This design comes from an exercise in tuning for small area, a short achievable clock period and few clock cycles on the open sky130 flow, not from production work.
Function not checked in this run: the RTL went through the layout flow alone.

===== design/flow/design.v =====
package rau_pkg;
	typedef enum logic [2:0] {
		OP_ADD  = 3'd0,
		OP_SUB  = 3'd1,
		OP_MUL  = 3'd2,
		OP_DIV  = 3'd3,
		OP_NEG  = 3'd4,
		OP_INV  = 3'd5,
		OP_NORM = 3'd6,
		OP_EQ   = 3'd7
	} op_t;
	typedef enum logic [1:0] {
		ST_OK   = 2'd0,
		ST_OVF  = 2'd1,
		ST_ZERO = 2'd2
	} status_t;
	localparam int MAG_W = 64;
	typedef enum logic [4:0] {
		S_IDLE,
		S_DEC,
		S_G1_START,
		S_G1_WAIT,
		S_ADD_SCALE,
		S_ADD_M1,
		S_ADD_M2,
		S_ADD_M3,
		S_ADD_SUM,
		S_MUL_G2_START,
		S_MUL_G2_WAIT,
		S_MUL_DIV,
		S_MUL_M1,
		S_MUL_M2,
		S_DIV_M1,
		S_DIV_M2,
		S_RED_START,
		S_RED_GCD_WAIT,
		S_RED_DIV,
		S_RED_CHECK,
		S_OUT
	} state_t;
	typedef struct packed {
		logic             start;
		logic [MAG_W-1:0] dividend;
		logic [MAG_W-1:0] divisor;
	} div_req_t;
	typedef struct packed {
		logic             done;
		logic [MAG_W-1:0] quot;
		logic [MAG_W-1:0] rem;
	} div_rsp_t;
endpackage
import rau_pkg::*;
module rau_divider
(
	input  logic     clk,
	input  logic     arst_n,
	input  rau_pkg::div_req_t req,
	output rau_pkg::div_rsp_t rsp
);
	localparam int CNT_W = $clog2(MAG_W + 1);
	logic [MAG_W-1:0] quot_q;
	logic [MAG_W:0]   rem_q;
	logic [MAG_W-1:0] dvs_q;
	logic [CNT_W-1:0] cnt_q;
	logic             busy_q;
	logic             done_q;
	logic [MAG_W:0]   shifted;
	logic [MAG_W:0]   diff;
	always_comb begin
		shifted = {rem_q[MAG_W-1:0], quot_q[MAG_W-1]};
		diff    = shifted - {1'b0, dvs_q};
	end
	always_ff @(posedge clk or negedge arst_n) begin
		if (!arst_n) begin
			busy_q <= 1'b0;
			done_q <= 1'b0;
			cnt_q  <= '0;
		end else begin
			done_q <= 1'b0;
			if (req.start) begin
				busy_q <= 1'b1;
				cnt_q  <= CNT_W'(MAG_W);
			end else if (busy_q) begin
				cnt_q <= cnt_q - 1'b1;
				if (cnt_q == CNT_W'(1)) begin
					busy_q <= 1'b0;
					done_q <= 1'b1;
				end
			end
		end
	end
	always_ff @(posedge clk) begin
		if (req.start) begin
			quot_q <= req.dividend;
			rem_q  <= '0;
			dvs_q  <= req.divisor;
		end else if (busy_q) begin
			if (!diff[MAG_W]) begin
				rem_q  <= diff;
				quot_q <= {quot_q[MAG_W-2:0], 1'b1};
			end else begin
				rem_q  <= shifted;
				quot_q <= {quot_q[MAG_W-2:0], 1'b0};
			end
		end
	end
	assign rsp.done = done_q;
	assign rsp.quot = quot_q;
	assign rsp.rem  = rem_q[MAG_W-1:0];
endmodule
import rau_pkg::*;
module rau_gcd
(
	input  logic             clk,
	input  logic             arst_n,
	input  logic             start,
	input  logic [MAG_W-1:0] x,
	input  logic [MAG_W-1:0] y,
	input  rau_pkg::div_rsp_t         div_rsp,
	output rau_pkg::div_req_t         div_req,
	output logic             done,
	output logic [MAG_W-1:0] result
);
	logic [MAG_W-1:0] x_q;
	logic [MAG_W-1:0] y_q;
	logic             run_q;
	logic             wait_q;
	logic             done_q;
	always_ff @(posedge clk or negedge arst_n) begin
		if (!arst_n) begin
			run_q  <= 1'b0;
			wait_q <= 1'b0;
			done_q <= 1'b0;
		end else begin
			done_q <= 1'b0;
			if (start) begin
				run_q  <= 1'b1;
				wait_q <= 1'b0;
			end else if (run_q && !wait_q) begin
				if (y_q == '0) begin
					run_q  <= 1'b0;
					done_q <= 1'b1;
				end else begin
					wait_q <= 1'b1;
				end
			end else if (run_q && div_rsp.done) begin
				wait_q <= 1'b0;
			end
		end
	end
	always_ff @(posedge clk) begin
		if (start) begin
			x_q <= x;
			y_q <= y;
		end else if (run_q && wait_q && div_rsp.done) begin
			x_q <= y_q;
			y_q <= div_rsp.rem;
		end
	end
	always_comb begin
		div_req.start    = run_q && !wait_q && !start && (y_q != '0);
		div_req.dividend = x_q;
		div_req.divisor  = y_q;
	end
	assign done   = done_q;
	assign result = x_q;
endmodule
import rau_pkg::*;
module rational_arithmetic_unit
#(
	parameter int OPERAND_WIDTH = 32
) (
	input  logic                            clk,
	input  logic                            arst_n,
	input  logic                            in_valid,
	output logic                            in_stall,
	input  logic [2:0]                      operation,
	input  logic signed [OPERAND_WIDTH-1:0] a_num,
	input  logic signed [OPERAND_WIDTH-1:0] a_den,
	input  logic signed [OPERAND_WIDTH-1:0] b_num,
	input  logic signed [OPERAND_WIDTH-1:0] b_den,
	output logic                            out_valid,
	input  logic                            out_stall,
	output logic signed [OPERAND_WIDTH-1:0] res_num,
	output logic signed [OPERAND_WIDTH-1:0] res_den,
	output logic                            is_equal,
	output logic [1:0]                      status
);
	localparam int W = OPERAND_WIDTH;
	localparam logic [MAG_W-1:0] HALF = MAG_W'(1) << (W - 1);
	rau_pkg::state_t state_q, state_d;
	rau_pkg::op_t          op_q;
	logic [W-1:0] an_raw_q, ad_raw_q, bn_raw_q, bd_raw_q;
	logic             an_s_q, ad_s_q, bn_s_q, bd_s_q;
	logic [MAG_W-1:0] an_m_q, ad_m_q, bn_m_q, bd_m_q;
	logic             n_s_q, d_s_q;
	logic [MAG_W-1:0] n_m_q, d_m_q;
	logic [MAG_W-1:0] g_q;
	logic             big_q;
	logic             t_s_q;
	logic [MAG_W-1:0] t_m_q;
	logic [1:0]       sub_q;
	logic [W-1:0] rn_q, rd_q;
	logic         eq_q;
	rau_pkg::status_t      st_q;
	rau_pkg::div_req_t div_req, gcd_div_req, seq_div_req;
	rau_pkg::div_rsp_t div_rsp;
	logic             gcd_start, gcd_done;
	logic [MAG_W-1:0] gcd_x, gcd_y, gcd_res;
	rau_divider u_div (
		.clk    (clk),
		.arst_n (arst_n),
		.req    (div_req),
		.rsp    (div_rsp)
	);
	rau_gcd u_gcd (
		.clk     (clk),
		.arst_n  (arst_n),
		.start   (gcd_start),
		.x       (gcd_x),
		.y       (gcd_y),
		.div_rsp (div_rsp),
		.div_req (gcd_div_req),
		.done    (gcd_done),
		.result  (gcd_res)
	);
	assign div_req = gcd_div_req.start ? gcd_div_req : seq_div_req;
	function automatic logic [MAG_W:0] dec(input logic [W-1:0] raw);
		logic [MAG_W-1:0] v;
		logic [MAG_W-1:0] m;
		logic [W-1:0]     neg_raw;
		begin
			v = MAG_W'(raw);
			if (raw[W-1]) begin
				neg_raw = -raw;
				m = MAG_W'(neg_raw);
				dec = {1'b1, m};
			end else begin
				dec = {1'b0, v};
			end
		end
	endfunction
	function automatic logic [W-1:0] enc(input logic s, input logic [MAG_W-1:0] m);
		enc = s ? W'(-m) : W'(m);
	endfunction
	function automatic logic fits(input logic s, input logic [MAG_W-1:0] m);
		fits = s ? (m <= HALF) : (m <= HALF - 1);
	endfunction
	logic [31:0]      ma_h, ma_l, mb_h, mb_l;
	logic [MAG_W:0]   acc_q;
	logic             ovf_pp;
	logic [MAG_W-1:0] mul_a, mul_b;
	logic [MAG_W-1:0] pp;
	logic [1:0]       mstep_q;
	logic             mbig_q;
	assign ma_h = mul_a[63:32];
	assign ma_l = mul_a[31:0];
	assign mb_h = mul_b[63:32];
	assign mb_l = mul_b[31:0];
	always_comb begin
		case (mstep_q)
			2'd0:    pp = ma_l * mb_l;
			2'd1:    pp = ma_l * mb_h;
			2'd2:    pp = ma_h * mb_l;
			default: pp = '0;
		endcase
		ovf_pp = (ma_h != '0) && (mb_h != '0);
	end
	always_comb begin
		mul_a = an_m_q;
		mul_b = bd_m_q;
		case (state_q)
			S_ADD_M1: begin mul_a = an_m_q; mul_b = g_q;    end
			S_ADD_M2: begin mul_a = bn_m_q; mul_b = t_m_q;  end
			S_ADD_M3: begin mul_a = ad_m_q; mul_b = g_q;    end
			S_MUL_M1: begin mul_a = an_m_q; mul_b = bn_m_q; end
			S_MUL_M2: begin mul_a = ad_m_q; mul_b = bd_m_q; end
			S_DIV_M1: begin mul_a = an_m_q; mul_b = bd_m_q; end
			S_DIV_M2: begin mul_a = ad_m_q; mul_b = bn_m_q; end
			default: ;
		endcase
	end
	logic [MAG_W:0] acc_nx;
	logic           prod_big;
	always_comb begin
		case (mstep_q)
			2'd0:    acc_nx = {1'b0, pp};
			2'd1:    acc_nx = acc_q + {1'b0, pp[31:0], 32'd0};
			2'd2:    acc_nx = acc_q + {1'b0, pp[31:0], 32'd0};
			default: acc_nx = acc_q;
		endcase
	end
	assign prod_big = mbig_q || acc_q[MAG_W];
	logic mul_busy;
	assign mul_busy = (mstep_q != 2'd3);
	logic [MAG_W:0] sum_m;
	logic           sum_s;
	logic           sum_big;
	logic           eq_hit;
	always_comb begin
		logic [MAG_W:0] a1, b1;
		a1 = {1'b0, n_m_q};
		b1 = {1'b0, t_m_q};
		sum_big = 1'b0;
		if (n_s_q == t_s_q) begin
			sum_m   = a1 + b1;
			sum_s   = n_s_q;
			sum_big = sum_m[MAG_W];
		end else if (n_m_q >= t_m_q) begin
			sum_m = a1 - b1;
			sum_s = n_s_q;
		end else begin
			sum_m = b1 - a1;
			sum_s = t_s_q;
		end
		eq_hit = (an_raw_q == bn_raw_q) && (ad_raw_q == bd_raw_q);
	end
	always_comb begin
		state_d         = state_q;
		gcd_start       = 1'b0;
		gcd_x           = ad_m_q;
		gcd_y           = bd_m_q;
		seq_div_req     = '0;
		case (state_q)
			S_IDLE:         if (in_valid) state_d = S_DEC;
			S_DEC: begin
				case (op_q)
					OP_ADD, OP_SUB: state_d = (ad_raw_q == '0 || bd_raw_q == '0) ? S_OUT :
						(ad_raw_q == bd_raw_q) ? S_ADD_SUM : S_G1_START;
					OP_MUL: state_d = (ad_raw_q == '0 || bd_raw_q == '0) ? S_OUT : S_G1_START;
					OP_DIV: state_d = (ad_raw_q == '0 || bd_raw_q == '0 || bn_raw_q == '0) ?
						S_OUT : S_DIV_M1;
					OP_NORM: state_d = (ad_raw_q == '0) ? S_OUT : S_RED_START;
					default: state_d = S_OUT;
				endcase
			end
			S_G1_START: begin
				gcd_start = 1'b1;
				if (op_q == OP_MUL) begin
					gcd_x = an_m_q;
					gcd_y = bd_m_q;
				end
				state_d = S_G1_WAIT;
			end
			S_G1_WAIT: if (gcd_done) state_d = (op_q == OP_MUL) ? S_MUL_DIV : S_ADD_SCALE;
			S_ADD_SCALE: begin
				if (sub_q == 2'd0 || (div_rsp.done && sub_q == 2'd1)) begin
					seq_div_req.start    = (g_q != '0);
					seq_div_req.dividend = (sub_q == 2'd0) ? ad_m_q : bd_m_q;
					seq_div_req.divisor  = g_q;
				end
				if (g_q == '0 || (div_rsp.done && sub_q == 2'd2)) state_d = S_ADD_M1;
			end
			S_ADD_M1: if (!mul_busy) state_d = S_ADD_M2;
			S_ADD_M2: if (!mul_busy) state_d = S_ADD_M3;
			S_ADD_M3: if (!mul_busy) state_d = S_RED_START;
			S_ADD_SUM: state_d = S_RED_START;
			S_MUL_DIV: begin
				if (g_q != '0 && (sub_q == 2'd0 || (div_rsp.done && sub_q == 2'd1))) begin
					seq_div_req.start    = 1'b1;
					seq_div_req.dividend = (sub_q == 2'd0) ? (t_s_q ? ad_m_q : an_m_q) :
						(t_s_q ? bn_m_q : bd_m_q);
					seq_div_req.divisor  = g_q;
				end
				if (g_q == '0 || (div_rsp.done && sub_q == 2'd2))
					state_d = t_s_q ? S_MUL_M1 : S_MUL_G2_START;
			end
			S_MUL_G2_START: begin
				gcd_start = 1'b1;
				gcd_x     = ad_m_q;
				gcd_y     = bn_m_q;
				state_d   = S_MUL_G2_WAIT;
			end
			S_MUL_G2_WAIT: if (gcd_done) state_d = S_MUL_DIV;
			S_MUL_M1: if (!mul_busy) state_d = S_MUL_M2;
			S_MUL_M2: if (!mul_busy) state_d = S_RED_START;
			S_DIV_M1: if (!mul_busy) state_d = S_DIV_M2;
			S_DIV_M2: if (!mul_busy) state_d = S_RED_START;
			S_RED_START: begin
				if (big_q || d_m_q == '0) state_d = S_OUT;
				else begin
					gcd_start = 1'b1;
					gcd_x     = n_m_q;
					gcd_y     = d_m_q;
					state_d   = S_RED_GCD_WAIT;
				end
			end
			S_RED_GCD_WAIT: if (gcd_done) state_d = S_RED_DIV;
			S_RED_DIV: begin
				if (sub_q == 2'd0 || (div_rsp.done && sub_q == 2'd1)) begin
					seq_div_req.start    = 1'b1;
					seq_div_req.dividend = (sub_q == 2'd0) ? n_m_q : d_m_q;
					seq_div_req.divisor  = g_q;
				end
				if (div_rsp.done && sub_q == 2'd2) state_d = S_RED_CHECK;
			end
			S_RED_CHECK: state_d = S_OUT;
			S_OUT: if (!out_stall) state_d = S_IDLE;
			default: state_d = S_IDLE;
		endcase
	end
	always_ff @(posedge clk or negedge arst_n) begin
		if (!arst_n) state_q <= S_IDLE;
		else         state_q <= state_d;
	end
	logic in_mul;
	assign in_mul = (state_q == S_ADD_M1) || (state_q == S_ADD_M2) || (state_q == S_ADD_M3) ||
		(state_q == S_MUL_M1) || (state_q == S_MUL_M2) ||
		(state_q == S_DIV_M1) || (state_q == S_DIV_M2);
	always_ff @(posedge clk or negedge arst_n) begin
		if (!arst_n) begin
			mstep_q <= '0;
		end else if (in_mul) begin
			mstep_q <= (mstep_q == 2'd3) ? 2'd0 : mstep_q + 2'd1;
		end else begin
			mstep_q <= '0;
		end
	end
	always_ff @(posedge clk or negedge arst_n) begin
		if (!arst_n) begin
			sub_q <= '0;
		end else if (state_q != state_d) begin
			sub_q <= '0;
		end else if (seq_div_req.start) begin
			sub_q <= sub_q + 2'd1;
		end
	end
	always_ff @(posedge clk) begin
		logic [MAG_W:0] d_an, d_ad, d_bn, d_bd;
		logic           prod_s;
		d_an = dec(an_raw_q);
		d_ad = dec(ad_raw_q);
		d_bn = dec(bn_raw_q);
		d_bd = dec(bd_raw_q);
		prod_s = 1'b0;
		if (state_q == S_IDLE && in_valid) begin
			op_q     <= rau_pkg::op_t'(operation);
			an_raw_q <= a_num;
			ad_raw_q <= a_den;
			bn_raw_q <= b_num;
			bd_raw_q <= b_den;
		end
		if (in_mul) begin
			if (mstep_q == 2'd0) begin
				acc_q  <= acc_nx;
				mbig_q <= ovf_pp;
			end else if (mstep_q != 2'd3) begin
				acc_q  <= acc_nx;
				mbig_q <= mbig_q | (pp[63:32] != '0) | acc_nx[MAG_W];
			end
		end
		case (state_q)
			S_DEC: begin
				an_s_q <= d_an[MAG_W] && d_an[MAG_W-1:0] != '0;
				an_m_q <= d_an[MAG_W-1:0];
				ad_s_q <= d_ad[MAG_W];
				ad_m_q <= d_ad[MAG_W-1:0];
				bn_s_q <= (d_bn[MAG_W] ^ (op_q == OP_SUB)) && d_bn[MAG_W-1:0] != '0;
				bn_m_q <= d_bn[MAG_W-1:0];
				bd_s_q <= d_bd[MAG_W];
				bd_m_q <= d_bd[MAG_W-1:0];
				big_q  <= 1'b0;
				n_s_q <= d_an[MAG_W] && d_an[MAG_W-1:0] != '0;
				n_m_q <= d_an[MAG_W-1:0];
				d_s_q <= d_ad[MAG_W];
				d_m_q <= d_ad[MAG_W-1:0];
				t_s_q <= (op_q != OP_MUL) && (d_bn[MAG_W] ^ (op_q == OP_SUB)) &&
					d_bn[MAG_W-1:0] != '0;
				t_m_q <= d_bn[MAG_W-1:0];
			end
			S_G1_WAIT: if (gcd_done) g_q <= gcd_res;
			S_ADD_SCALE: if (div_rsp.done) begin
				if (sub_q == 2'd1) t_m_q <= div_rsp.quot;
				else               g_q   <= div_rsp.quot;
			end
			S_ADD_M1: if (mstep_q == 2'd3) begin
				n_s_q <= (an_s_q ^ bd_s_q) && acc_q[MAG_W-1:0] != '0;
				n_m_q <= acc_q[MAG_W-1:0];
				big_q <= big_q | prod_big;
			end
			S_ADD_M2: if (mstep_q == 2'd3) begin
				t_s_q <= (bn_s_q ^ ad_s_q) && acc_q[MAG_W-1:0] != '0;
				t_m_q <= acc_q[MAG_W-1:0];
				big_q <= big_q | prod_big;
			end
			S_ADD_M3: if (mstep_q == 2'd3) begin
				n_s_q <= sum_s && sum_m[MAG_W-1:0] != '0;
				n_m_q <= sum_m[MAG_W-1:0];
				d_s_q <= (ad_s_q ^ bd_s_q) && acc_q[MAG_W-1:0] != '0;
				d_m_q <= acc_q[MAG_W-1:0];
				big_q <= big_q | prod_big | sum_big;
			end
			S_ADD_SUM: begin
				n_s_q <= sum_s && sum_m[MAG_W-1:0] != '0;
				n_m_q <= sum_m[MAG_W-1:0];
				big_q <= sum_big;
			end
			S_MUL_DIV: begin
				if (div_rsp.done) begin
					if (!t_s_q) begin
						if (sub_q == 2'd1) an_m_q <= div_rsp.quot;
						else               bd_m_q <= div_rsp.quot;
					end else begin
						if (sub_q == 2'd1) ad_m_q <= div_rsp.quot;
						else               bn_m_q <= div_rsp.quot;
					end
				end
				if (state_d != state_q) t_s_q <= 1'b1;
			end
			S_MUL_G2_WAIT: if (gcd_done) g_q <= gcd_res;
			S_MUL_M1, S_DIV_M1: if (mstep_q == 2'd3) begin
				prod_s = (state_q == S_MUL_M1) ? (an_s_q ^ bn_s_q) : (an_s_q ^ bd_s_q);
				n_s_q <= prod_s && acc_q[MAG_W-1:0] != '0;
				n_m_q <= acc_q[MAG_W-1:0];
				big_q <= big_q | prod_big;
			end
			S_MUL_M2, S_DIV_M2: if (mstep_q == 2'd3) begin
				prod_s = (state_q == S_MUL_M2) ? (ad_s_q ^ bd_s_q) : (ad_s_q ^ bn_s_q);
				d_s_q <= prod_s && acc_q[MAG_W-1:0] != '0;
				d_m_q <= acc_q[MAG_W-1:0];
				big_q <= big_q | prod_big;
			end
			S_RED_START: begin
				if (d_s_q) begin
					n_s_q <= !n_s_q && n_m_q != '0;
					d_s_q <= 1'b0;
				end
			end
			S_RED_GCD_WAIT: if (gcd_done) g_q <= gcd_res;
			S_RED_DIV: if (div_rsp.done) begin
				if (sub_q == 2'd1) n_m_q <= div_rsp.quot;
				else               d_m_q <= div_rsp.quot;
			end
			default: ;
		endcase
	end
	always_ff @(posedge clk) begin
		logic [MAG_W:0] d_an, d_ad;
		d_an = dec(an_raw_q);
		d_ad = dec(ad_raw_q);
		if (state_d == S_OUT && state_q != S_OUT) begin
			rn_q <= '0;
			rd_q <= '0;
			eq_q <= 1'b0;
			st_q <= ST_OK;
			case (op_q)
				OP_EQ: eq_q <= eq_hit;
				OP_NEG: begin
					if (d_ad[MAG_W-1:0] == '0) st_q <= ST_ZERO;
					else if (!fits(!d_an[MAG_W] && d_an[MAG_W-1:0] != '0, d_an[MAG_W-1:0]))
						st_q <= ST_OVF;
					else begin
						rn_q <= enc(!d_an[MAG_W], d_an[MAG_W-1:0]);
						rd_q <= ad_raw_q;
					end
				end
				OP_INV: begin
					if (d_ad[MAG_W-1:0] == '0 || d_an[MAG_W-1:0] == '0) st_q <= ST_ZERO;
					else begin
						rn_q <= ad_raw_q;
						rd_q <= an_raw_q;
					end
				end
				default: begin
					if (state_q == S_DEC || (!big_q && d_m_q == '0)) st_q <= ST_ZERO;
					else if (big_q) st_q <= ST_OVF;
					else if (!fits(n_s_q, n_m_q) || !fits(d_s_q, d_m_q)) st_q <= ST_OVF;
					else begin
						rn_q <= enc(n_s_q, n_m_q);
						rd_q <= enc(d_s_q, d_m_q);
					end
				end
			endcase
		end
	end
	assign in_stall  = (state_q != S_IDLE);
	assign out_valid = (state_q == S_OUT);
	assign res_num   = rn_q;
	assign res_den   = rd_q;
	assign is_equal  = eq_q;
	assign status    = st_q;
endmodule

===== design/flow/run.sh =====
#!/bin/bash
# synth_recipe.tcl (not shown) runs the flow's synth.tcl, then flattens the netlist and writes it again
# the make line also repeats each setting of config.mk as NAME=value (left out here)
make -C /OpenROAD-flow-scripts/flow DESIGN_CONFIG=/design/flow/config.mk WORK_HOME=/design/flow/orfs CLKGATE_MAP_FILE= SYNTH_SCRIPT=/design/flow/synth_recipe.tcl finish

===== design/flow/config.mk =====
export PLATFORM = sky130hd
export DESIGN_NAME = rational_arithmetic_unit
export DESIGN_NICKNAME = rational_arithmetic_unit
export VERILOG_FILES = /design/flow/design.v
export SDC_FILE = /design/flow/constraint.sdc
export NUM_CORES = 4
export LEC_CHECK = 0
export CAP_MARGIN = 20
export CORE_MARGIN = 2
export CORE_UTILIZATION = 25
export PLACE_DENSITY = 0.45
export SLEW_MARGIN = 20

===== design/flow/constraint.sdc =====
create_clock -name core_clock -period 15.0 [get_ports {clk}]
set_input_delay 3.0000 -clock core_clock [delete_from_list [all_inputs] [get_ports {clk}]]
set_output_delay 3.0000 -clock core_clock [all_outputs]
set_load 0.01 [all_outputs]

==> impl_metrics.csv <==
group,metric,value,unit
floorplan,design.die.area,706800,sq um
clock_tree,clk_pin_slew_worst_paths,0.07,ns
worst_setup_path,worstPathMaxFanout,33,
worst_setup_path,worstSetupStartpointType,"register",
timing,min_period,13.78,ns
route,drc,0,
clock_tree,post_cts_resize_count,0,
worst_setup_path,crit_type,"reg2reg",
synthesis,async_flop_share,1.867,%
clock_tree,clock_path_buffers,4,
job,cap_violations,0,
synthesis,synth.distinct_cells,95,
place,dp_hpwl,791500,um
floorplan,start_util,25.06,%
layout,nets,23438,
synthesis,ys.flop_type,"edfxtp_1",
place,preCtsSetupSlack,1.557,ns
global_routing,grt.total_usage,27.53,%
synthesis,seq_area_frac_synth,18.88,%
worst_setup_path,crit_arrival,14.38,ns
worst_setup_path,critPathCaptureType,"register",
timing,hold_ws,0.5116,ns
timing,final.period_utilization,91.88,%
synthesis,syn_inst,19792,
worst_setup_path,reg2reg_slack,1.22,ns
timing,timing_hold_violations_final,0,
layout,areaGrowthSynthToFinish,11.77,%
hold_path,hold_class,"reg2reg",
timing,max_slew.worst_pin.slew,1.284,ns
floorplan,core_area,698300,sq um
worst_setup_path,r2r_cells,42,
timing,setup_viol,0,
layout,drive_above_1_share,6.456,%
status,status,"finished clean",
worst_setup_path,max_stage_delay,1.05,ns
global_routing,grt_pass1_vias,157108,
clock_tree,cts-buffers-inserted,150,
timing,fin_ws,1.218,ns
worst_setup_path,crit_cells,42,
worst_setup_path,worst-path-buf-inv,7,
global_routing,grt_max_degree,129,
route,wirelength,994700,um
route,vias,157444,
global_routing,grt_pass1_wl,1352000,um
synthesis,synth-edff-count,1040,
timing,slew_violations,0,
synthesis,synth_top_area_share,30.80,%
route,vias_per_cell,5.442,
worst_setup_path,crit_path_end,"mbig_q",
synthesis,netlist_area,175000,sq um
layout,ff_latch_area,33040,sq um
timing,clock_skew,0.1171,ns
synthesis,synth_area_leaders,"fa_1, edfxtp_1, ha_1",
synthesis,synth_seq_cells,1125,
clock_tree,cts_tree,"done",
route,routedWlPerCell,34.38,um
floorplan,ios,204,
floorplan,fp-row-count,307,
layout,multiInputGateArea,127600,sq um
worst_setup_path,timing.rr.start,"state_q[1]",
clock_tree,cts_setup_buffers,0,
layout,nFillCells,75347,
place,globalplace.congestion,1.026,
clock_tree,clock-sinks,1125,
synthesis,syn_area_per_cell,8.843,sq um
timing,maxSlewHeadroom,12.18,%
synthesis,yosys_warnings,3,
hold_path,hp-start,"u_div.rem_q[41]",
worst_setup_path,crit_top_cell,"fa_1",
clock_tree,holdBufCountCts,0,
layout,final_util,28.01,%
clock_tree,htree_levels,4,
floorplan,fp.dieH,840.7,um
global_routing,antenna_found_initial,116,
worst_setup_path,crit_family,"compound AO/OA/AOI/OAI gates",
timing,finalSetupTns,0,ns
route,dr.pass1.iters,7,
route,antenna_left,0,
clock_tree,cts-root-buf,"clkbuf_16",
worst_setup_path,crit_path_top_delay_cell,"a222oi_1",
timing,timing.fmax,0.07256,GHz
synthesis,synth_top_cell_by_area,"fa_1",
global_routing,overflow,0,
worst_setup_path,r2r-end,"mbig_q",
synthesis,synth_nets,23713,
floorplan,die_w,840.7,um
clock_tree,clk_latency,0.89,ns
worst_setup_path,cp.required,15.60,ns
place,port-buffer-count,203,
worst_setup_path,crit_start,"state_q[1]",
timing,rsz0062_at_grt,"no",
route,drt-initial-drc-count,21103,
## synth_stat cells (all sizes together) (72+ instances only)
cell type / number
o22ai: 86
o21bai: 95
o21ai: 610
o31ai: 109
xor2: 250
clkbuf: 1134
a31oi: 223
a211oi: 107
nor2b: 89
and3: 124
a221o: 83
a21oi: 934
ha: 1093
nand2: 2838
fa: 2693
inv: 2939
a22oi: 293
nand4: 224
nor3: 175
a21o: 210
buf: 137
a221oi: 100
and4: 72
xnor2: 333
and2: 93
edfxtp: 1040
nand3: 238
nor2: 2147
mux2i: 199
nor4: 155
## how the worst min path moves through the flow
stage	to	slack, ns	cells past startpoint
2_1_floorplan	bd_s_q	0.42	0
3_3_place_gp	u_div.cnt_q[6]	0.50	2
3_5_place_dp	u_div.rem_q[42]	0.50	2
4_1_cts	u_div.rem_q[42]	0.51	2
5_1_grt	u_div.rem_q[37]	0.55	2
6_report	u_div.rem_q[42]	0.51	2
## cell type report
class | count | area share [%]
Clock inverter | 73 | 0.3991
Sequential cell | 1125 | 16.89
Inverter | 2944 | 5.651
Multi-Input combinational cell | 14452 | 65.23
Clock buffer | 187 | 2.033
Timing Repair Buffer | 844 | 3.819
Tap cell | 9270 | 5.930
Antenna cell | 37 | 0.04733
## routing by layer
metal | track usage, % | part of all wire, % | up-vias
li1 | - | - | 64468
met1 | 35.82 | 40 | 81731
met2 | 40.92 | 42 | 9196
met3 | 6.556 | 9.9 | 2005
met4 | 17.69 | 8.0 | 44
met5 | 0 | 0.033 | -
## registers in the layout, indices dropped and copies added, names as in the netlist, 32 cells and up
name          count
acc_q            65
ad_m_q           64
ad_raw_q         32
an_m_q           64
an_raw_q         32
bd_m_q           64
bd_raw_q         32
bn_m_q           64
bn_raw_q         32
d_m_q            64
g_q              64
n_m_q            64
rd_q             32
rn_q             32
t_m_q            64
u_div.dvs_q      64
u_div.quot_q     64
u_div.rem_q      64
u_gcd.x_q        64
u_gcd.y_q        64
## worst min-delay path: cells and delay by family (launching register included)
| family | cells | cell delay (ns) |
|---|---|---|
| compound gates | 1 | 0.07 |
| flops | 1 | 0.34 |
| simple gates | 1 | 0.06 |
## placed cells by master, fill, tap and decap left out, types with 88 or more instances in the layout
master           netlist  routed
a211oi_1             107     106
nand2_1             2838    2830
clkdlybuf4s50_1        0     203
nand3_1              238     234
xor2_1               250     246
xnor2_1              333     329
and2_1                93      91
clkbuf_16              0     153
a22oi_1              293     292
a31oi_1              223     223
nor4_1               154     145
buf_4                  0     584
nor3_1               173     163
fa_1                2693    2693
nand4_1              224     224
o31ai_1              107     105
o21ai_0              552     546
inv_1               2938    2937
a21oi_1              934     930
nor2_1              2147    2139
and3_1               124     121
mux2i_1              199     198
nor2b_1               89      88
edfxtp_1            1040    1040
ha_1                1093    1088
a21o_1               210     210
o21bai_1              95      95
## cells by family after synthesis
group           synth area share, %
simple gates                  15.78
flops                         18.88
compound gates                12.34
xor+xnor                      2.918
fa+ha+maj                     38.62
mux                           2.399
buf+inv                       9.070
## metrics by stage
stage / area [sq um] / cells
after floorplan: 175000 / 19792
after global placement: 190500 / 28621
after detailed placement: 190600 / 28630
after CTS: 195400 / 28890
after global routing: 195500 / 28900
final: 195600 / 28932

[re-timing with driven ports]
The results above use ideal ports. As a check the final layout listed here was re-extracted and re-timed, cells and wires unchanged. Step 1 assumes that a clkbuf_16 drives the clock port and a buf_2 every other input. Step 2 times the ports against the registers' clock, not the clock port: input delays grow and output delays shrink by t, the midpoint of the rising clock arrivals with the driver on. a / b / c = no drivers / after step 1 / after step 2; a / b = the first two.
shift t [ns]: 0.944
setup slack, ns: 1.218 / 1.218 / 1.218
slew at the worst register clock pin (ns): 0.07 / 0.07
cell pins on the clock port's net: 1
After both steps this run still meets setup and hold. For this run, drivers alone change the setup slack by 0.000 ns; drivers and shift together by 0.000 ns.
